This is an optimization exercise on Yosys and OpenROAD, whose aim is small area, not a production implementation.
In this exercise RTL edits were held to simulation tests only and were not proved equivalent to the original.
Power is estimated from default activity; no workload was simulated.

==> module pe_array, before the edit <==
module pe_array (
  input  wire logic                                   clk,
  input  wire logic                                   clr_n,
  input  wire logic                                   start,    
  input  wire logic                                   valid,
  input  wire logic                                   last,
  input  wire logic [3*16-1:0]        a_rd,     
  input  wire logic [3*16-1:0]        b_rd,     
  output logic [3*3*(2 * 16 + 2)-1:0]      sums,     
  output logic [3*3*2-1:0]     carries,  
  output logic                                        zero,     
  output logic                                        done
);
  localparam int DW = 16;
  localparam int AW = (2 * 16 + 2);
  localparam int NS = 2;
  logic rz;     
  logic clr_s;  
  always_ff @(posedge clk or negedge clr_n)
  begin
    if (!clr_n)
    begin
      rz   <= 1'b1;
      done <= 1'b0;
    end
    else
    begin
      rz   <= 1'b0;
      done <= valid & last;
    end
  end
  assign zero  = rz;
  assign clr_s = rz | (valid & start);
  logic [DW-1:0] a_g [3];
  for (genvar r = 0; r < 3; r++)
  begin : g_gate
    assign a_g[r] = a_rd[(r % 3)*DW +: DW] & {DW{valid}};
  end
  for (genvar r = 0; r < 3; r++)
  begin : g_row
    for (genvar c = 0; c < 3; c++)
    begin : g_col
      localparam int I = r * 3 + c;
      logic [AW-1:0] sum_q, sum_d;
      logic [NS-1:0] cy_q, cy_d;
      mac_pe u_pe (
        .a     (a_g[r]),
        .b     (b_rd[(c % 3)*DW +: DW]),
        .s_in  (sum_q & {AW{~clr_s}}),
        .c_in  (cy_q & {NS{~clr_s}}),
        .s_out (sum_d),
        .c_out (cy_d)
      );
      always_ff @(posedge clk)
      begin
        sum_q <= sum_d;
        cy_q  <= cy_d;
      end
      assign sums[I*AW +: AW] = sum_q;
      assign carries[I*NS +: NS] = cy_q;
    end
  end
endmodule
==> module result_buffer, before the edit <==
module result_buffer (
  input  wire logic                                 clk,
  input  wire logic                                 clr_n,
  input  wire logic                                 capture,     
  input  wire logic                                 clear,       
  input  wire logic                                 c_wr,        
  input  wire logic [3:0]                           drain_idx,   
  input  wire logic [3*3*(2 * 16 + 2)-1:0] sums,
  input  wire logic [3*3*2-1:0] carries,  
  input  wire logic                                 zero,        
  output logic      [(2 * 16 + 2)-1:0]                 drain_data,  
  output logic                                      valid        
);
  localparam int AW   = (2 * 16 + 2);
  localparam int N_PE = 3 * 3;
  localparam int NS   = 2;
  localparam logic [3:0] LAST_IDX = 4'(N_PE - 1);
  logic [AW-1:0]   entry [N_PE];  
  logic [N_PE*NS-1:0] ecy;        
  logic            ez;            
  always_ff @(posedge clk or negedge clr_n)
  begin
    if (!clr_n)
    begin
      ez    <= 1'b1;
      valid <= 1'b0;
    end
    else if (clear)
    begin
      ez    <= 1'b1;
      valid <= 1'b0;
    end
    else if (capture)
    begin
      ez    <= zero;
      valid <= 1'b1;
    end
    else if (valid & c_wr & (drain_idx == LAST_IDX))
    begin
      valid <= 1'b0;
    end
  end
  always_ff @(posedge clk)
  begin
    if (capture)
    begin
      for (int i = 0; i < N_PE; i++) entry[i] <= sums[i*AW +: AW];
      ecy <= carries;
    end
  end
  logic [AW-1:0] sel_s;
  logic [NS-1:0] sel_c;
  always_comb
  begin
    sel_s = '0;
    sel_c = '0;
    for (int i = 0; i < N_PE; i++)
    begin
      if (drain_idx == 4'(i))
      begin
        sel_s = entry[i];
        sel_c = ecy[i*NS +: NS];
      end
    end
  end
  localparam int K0 = 12;
  localparam int K1 = 23;
  logic [K1-K0-1:0] mid;
  logic             mid_cy;
  logic [AW-K1-1:0] hi;
  assign {mid_cy, mid} = {1'b0, sel_s[K1-1:K0]} + (K1-K0+1)'(sel_c[0]);
  assign hi            = sel_s[AW-1:K1] + (AW-K1)'(sel_c[1]) + (AW-K1)'(mid_cy);
  assign drain_data    = ez ? '0 : {hi, mid, sel_s[K0-1:0]};
endmodule
==> module matmul_datapath, before the edit <==
module matmul_datapath (
  input  wire logic                                  clk,
  input  wire logic                                  clr_n,
  input  wire logic [2:0]                            a_en,
  input  wire logic [2:0]                            a_we,
  input  wire logic [5:0]                            a_addr,
  input  wire logic [47:0]                           a_din,
  input  wire logic [2:0]                            b_en,
  input  wire logic [2:0]                            b_we,
  input  wire logic [5:0]                            b_addr,
  input  wire logic [47:0]                           b_din,
  input  wire logic                                  pe_start,
  input  wire logic                                  pe_valid,  
  input  wire logic                                  pe_last,
  input  wire logic                                  capture,
  input  wire logic                                  buf_clear,
  input  wire logic                                  c_wr,
  input  wire logic [3:0]                            c_addr,
  input  wire logic [3:0]                            drain_idx,
  input  wire logic                                  rd_en,
  input  wire logic [3:0]                            rd_addr,
  output logic      [33:0]                           dout_c,
  output logic      [8:0]                            pe_done,
  output logic                                       buf_valid
);
  localparam int DW  = 16;
  localparam int AW  = (2 * 16 + 2);
  localparam int NPE = 3 * 3;
  logic [3*DW-1:0] a_rd;        
  logic [3*DW-1:0] b_rd;        
  logic [NPE*AW-1:0]       pe_sums;     
  logic [NPE*2-1:0] pe_cys;     
  logic                    pe_zero;     
  logic                    done;        
  logic [AW-1:0]           drain_data;  
  for (genvar g = 0; g < 3; g++)
  begin : g_bank
    dp_bram #(.ADDR_W(2), .DATA_W(DW)) u_a_bank (
      .clk      (clk),
      .wr_en    (a_en[g]),
      .wr_we    (a_we[g]),
      .wr_addr  (a_addr[g*2 +: 2]),
      .wr_wdata (a_din[g*DW +: DW]),
      .wr_rdata (a_rd[g*DW +: DW])
    );
    dp_bram #(.ADDR_W(2), .DATA_W(DW)) u_b_bank (
      .clk      (clk),
      .wr_en    (b_en[g]),
      .wr_we    (b_we[g]),
      .wr_addr  (b_addr[g*2 +: 2]),
      .wr_wdata (b_din[g*DW +: DW]),
      .wr_rdata (b_rd[g*DW +: DW])
    );
  end
  pe_array u_pe_array (
    .clk     (clk),
    .clr_n   (clr_n),
    .start   (pe_start),
    .valid   (pe_valid),
    .last    (pe_last),
    .a_rd    (a_rd),
    .b_rd    (b_rd),
    .sums    (pe_sums),
    .carries (pe_cys),
    .zero    (pe_zero),
    .done    (done)
  );
  assign pe_done = {NPE{done}};
  result_buffer u_result_buffer (
    .clk        (clk),
    .clr_n      (clr_n),
    .capture    (capture),
    .clear      (buf_clear),
    .c_wr       (c_wr),
    .drain_idx  (drain_idx),
    .sums       (pe_sums),
    .carries    (pe_cys),
    .zero       (pe_zero),
    .drain_data (drain_data),
    .valid      (buf_valid)
  );
  logic [AW-1:0] c_mem [16];
  always_ff @(posedge clk)
  begin
    if (c_wr)
    begin
      c_mem[c_addr] <= drain_data;
    end
    if (rd_en)
    begin
      dout_c <= c_mem[rd_addr];  
    end
  end
endmodule
export LEC_CHECK = 0
export CAP_MARGIN = 20
export CORE_MARGIN = 2
export CORE_UTILIZATION = 55
export SLEW_MARGIN = 20
create_clock -name core_clock -period 10.0 [get_ports {clk}]
standard.sh (not shown) runs the stock make flow with config.mk's settings and CLKGATE_MAP_FILE= SYNTH_SCRIPT=/design/flow/synth_recipe.tcl, a recipe that flattens the netlist after the stock synthesis.
==> flow/flow/run.sh <==
#!/bin/bash
# Own layout flow:
#  1. the standard synthesis (standard.sh synth);
#  2. a polarity clean-up of its netlist (flow/polarity.py): inverters and
#     buffers between cells are dissolved, three-input ANDs that share an
#     input pair with many others are split so the pair is computed once,
#     full/half adders and simple gates
#     are re-typed to read/drive complemented values so that few inverters
#     remain; registers are untouched. The result is checked equivalent to the
#     standard netlist (registers cut into ports by name, ABC cec) and used
#     only if that check passes;
#  3. the standard layout (standard.sh finish) from that netlist, with the
#     clock tree built from fewer, larger sink clusters and no dummy loads,
#     and the port buffers made with the smallest buffer.
set -euo pipefail
Y=$FLOW_HOME/../tools/install/yosys/bin
export PATH=$Y:$PATH
LIB=$FLOW_HOME/platforms/$FLOW_PLATFORM/lib/sky130_fd_sc_hd__tt_025C_1v80.lib
R=orfs/results/$FLOW_PLATFORM/matmul_datapath/base

bash standard.sh synth > synth.log 2>&1

cp $R/1_2_yosys.v std_netlist.v
if python3 flow/polarity.py $LIB std_netlist.v pol_netlist.v --buffers --factor > polarity.log 2>&1 \
   && bash flow/toaig.sh $LIB std_netlist.v std.aig > aig_std.log 2>&1 \
   && bash flow/toaig.sh $LIB pol_netlist.v pol.aig > aig_pol.log 2>&1 \
   && yosys-abc -c "cec std.aig pol.aig" > cec.log 2>&1 \
   && grep -q "Networks are equivalent" cec.log; then
  echo "using the polarity-optimised netlist" | tee -a polarity.log
  cp pol_netlist.v $R/1_2_yosys.v
  rm -f $R/1_synth.odb $R/1_synth.sdc
else
  echo "polarity clean-up not used" | tee -a polarity.log
fi

CTS="-sink_clustering_enable -repair_clock_nets -dont_use_dummy_load"
CTS="$CTS -sink_clustering_size 24 -sink_clustering_max_diameter 80"
CTS="$CTS -buf_list sky130_fd_sc_hd__clkbuf_16"
bash standard.sh "CTS_ARGS=$CTS" \
  "BUFFER_PORTS_ARGS=-buffer_cell sky130_fd_sc_hd__buf_1" finish > layout.log 2>&1
Other scripts of this flow, unchanged in this note and not shown: flow/flow/cutregs.py, flow/flow/polarity.py, flow/flow/toaig.sh
Rerun with:
--- a/flow/design.v
+++ b/flow/design.v
@@ -692,10 +692,10 @@
   input  wire logic                                   valid,
   input  wire logic                                   last,
   input  wire logic [3*16-1:0]        a_rd,     
   input  wire logic [3*16-1:0]        b_rd,     
-  output logic [3*3*(2 * 16 + 2)-1:0]      sums,     
-  output logic [3*3*2-1:0]     carries,  
+  output logic [3*3*(2 * 16 + 2)-1:0]      sums_n,     
+  output logic [3*3*2-1:0]     carries_n,  
   output logic                                        zero,     
   output logic                                        done
 );
   localparam int DW = 16;
@@ -727,25 +727,25 @@
   begin : g_row
     for (genvar c = 0; c < 3; c++)
     begin : g_col
       localparam int I = r * 3 + c;
-      logic [AW-1:0] sum_q, sum_d;
-      logic [NS-1:0] cy_q, cy_d;
+      logic [AW-1:0] sum_nq, sum_d;  
+      logic [NS-1:0] cy_nq, cy_d;
       mac_pe u_pe (
         .a     (a_g[r]),
         .b     (b_rd[(c % 3)*DW +: DW]),
-        .s_in  (sum_q & {AW{~clr_s}}),
-        .c_in  (cy_q & {NS{~clr_s}}),
+        .s_in  (~sum_nq & {AW{~clr_s}}),
+        .c_in  (~cy_nq & {NS{~clr_s}}),
         .s_out (sum_d),
         .c_out (cy_d)
       );
       always_ff @(posedge clk)
       begin
-        sum_q <= sum_d;
-        cy_q  <= cy_d;
+        sum_nq <= ~sum_d;
+        cy_nq  <= ~cy_d;
       end
-      assign sums[I*AW +: AW] = sum_q;
-      assign carries[I*NS +: NS] = cy_q;
+      assign sums_n[I*AW +: AW]    = sum_nq;
+      assign carries_n[I*NS +: NS] = cy_nq;
     end
   end
 endmodule
 `default_nettype wire
@@ -757,20 +757,20 @@
   input  wire logic                                 capture,     
   input  wire logic                                 clear,       
   input  wire logic                                 c_wr,        
   input  wire logic [3:0]                           drain_idx,   
-  input  wire logic [3*3*(2 * 16 + 2)-1:0] sums,
-  input  wire logic [3*3*2-1:0] carries,  
+  input  wire logic [3*3*(2 * 16 + 2)-1:0] sums_n,    
+  input  wire logic [3*3*2-1:0] carries_n,  
   input  wire logic                                 zero,        
   output logic      [(2 * 16 + 2)-1:0]                 drain_data,  
   output logic                                      valid        
 );
   localparam int AW   = (2 * 16 + 2);
   localparam int N_PE = 3 * 3;
   localparam int NS   = 2;
   localparam logic [3:0] LAST_IDX = 4'(N_PE - 1);
-  logic [AW-1:0]   entry [N_PE];  
-  logic [N_PE*NS-1:0] ecy;        
+  logic [AW-1:0]   entry_n [N_PE];  
+  logic [N_PE*NS-1:0] ecy_n;        
   logic            ez;            
   always_ff @(posedge clk or negedge clr_n)
   begin
     if (!clr_n)
@@ -796,27 +796,29 @@
   always_ff @(posedge clk)
   begin
     if (capture)
     begin
-      for (int i = 0; i < N_PE; i++) entry[i] <= sums[i*AW +: AW];
-      ecy <= carries;
+      for (int i = 0; i < N_PE; i++) entry_n[i] <= sums_n[i*AW +: AW];
+      ecy_n <= carries_n;
     end
   end
-  logic [AW-1:0] sel_s;
-  logic [NS-1:0] sel_c;
+  logic [AW-1:0] sel_s, sel_sn;
+  logic [NS-1:0] sel_c, sel_cn;
   always_comb
   begin
-    sel_s = '0;
-    sel_c = '0;
+    sel_sn = '1;
+    sel_cn = '1;
     for (int i = 0; i < N_PE; i++)
     begin
       if (drain_idx == 4'(i))
       begin
-        sel_s = entry[i];
-        sel_c = ecy[i*NS +: NS];
+        sel_sn = entry_n[i];
+        sel_cn = ecy_n[i*NS +: NS];
       end
     end
   end
+  assign sel_s = ~sel_sn;
+  assign sel_c = ~sel_cn;
   localparam int K0 = 12;
   localparam int K1 = 23;
   logic [K1-K0-1:0] mid;
   logic             mid_cy;
@@ -857,10 +859,10 @@
   localparam int AW  = (2 * 16 + 2);
   localparam int NPE = 3 * 3;
   logic [3*DW-1:0] a_rd;        
   logic [3*DW-1:0] b_rd;        
-  logic [NPE*AW-1:0]       pe_sums;     
-  logic [NPE*2-1:0] pe_cys;     
+  logic [NPE*AW-1:0]       pe_sums_n;   
+  logic [NPE*2-1:0] pe_cys_n;   
   logic                    pe_zero;     
   logic                    done;        
   logic [AW-1:0]           drain_data;  
   for (genvar g = 0; g < 3; g++)
@@ -889,10 +891,10 @@
     .valid   (pe_valid),
     .last    (pe_last),
     .a_rd    (a_rd),
     .b_rd    (b_rd),
-    .sums    (pe_sums),
-    .carries (pe_cys),
+    .sums_n    (pe_sums_n),
+    .carries_n (pe_cys_n),
     .zero    (pe_zero),
     .done    (done)
   );
   assign pe_done = {NPE{done}};
@@ -902,10 +904,10 @@
     .capture    (capture),
     .clear      (buf_clear),
     .c_wr       (c_wr),
     .drain_idx  (drain_idx),
-    .sums       (pe_sums),
-    .carries    (pe_cys),
+    .sums_n     (pe_sums_n),
+    .carries_n  (pe_cys_n),
     .zero       (pe_zero),
     .drain_data (drain_data),
     .valid      (buf_valid)
   );
=>
- count of clock-buffer cells in the layout is unchanged
- non-clock buffer count decreases by 9
- combinational power decreases by about 20%
- fmax decreases by 1.6%
- global-route usage decreases by 4.7 points
- synthesized cell count decreases by 4.1%
- cell count decreases by 3.0%
- die area decreases by 0.54%
- final area decreases by 0.69%
- worst setup slack degrades by 0.15 ns
- power decreases by 7.3%
- core utilization decreases by 0.24 points
- sequential share of layout area increases by 0.26 points

==> port drivers added, routing unchanged <==
No port has a modelled driver above. Below, the same layouts with a new extraction and two added sets of constraints. Step 1 sets driving cells, clkbuf_16 on the clock port and buf_2 on the other inputs (assumed; they add their load-dependent delay and slew). Step 2, shift: input delay + t, output delay - t, t = (earliest + latest rising clock arrival at the registers) / 2. This alone moves slack from input paths to output paths. a / b / c = no drivers / after step 1 / after step 2; a / b = the first two.
run | t (ns) | setup slack, ns | latest minus earliest clock arrival (ns) | worst register clock-pin slew, ns | cell pins on the clock port's net
the first run | 0.873 | 0.938 / 0.959 / 0.086 | 0.092 / 0.092 | 0.10 / 0.10 | 1
the second run | 0.869 | 0.787 / 0.839 / -0.030 | 0.107 / 0.107 | 0.10 / 0.10 | 1
With both steps, setup timing fails in the second run, where it was met with ideal ports. The setup slack of the first run, which loses most, moves by +0.021 ns with the drivers and by -0.852 ns with both steps.
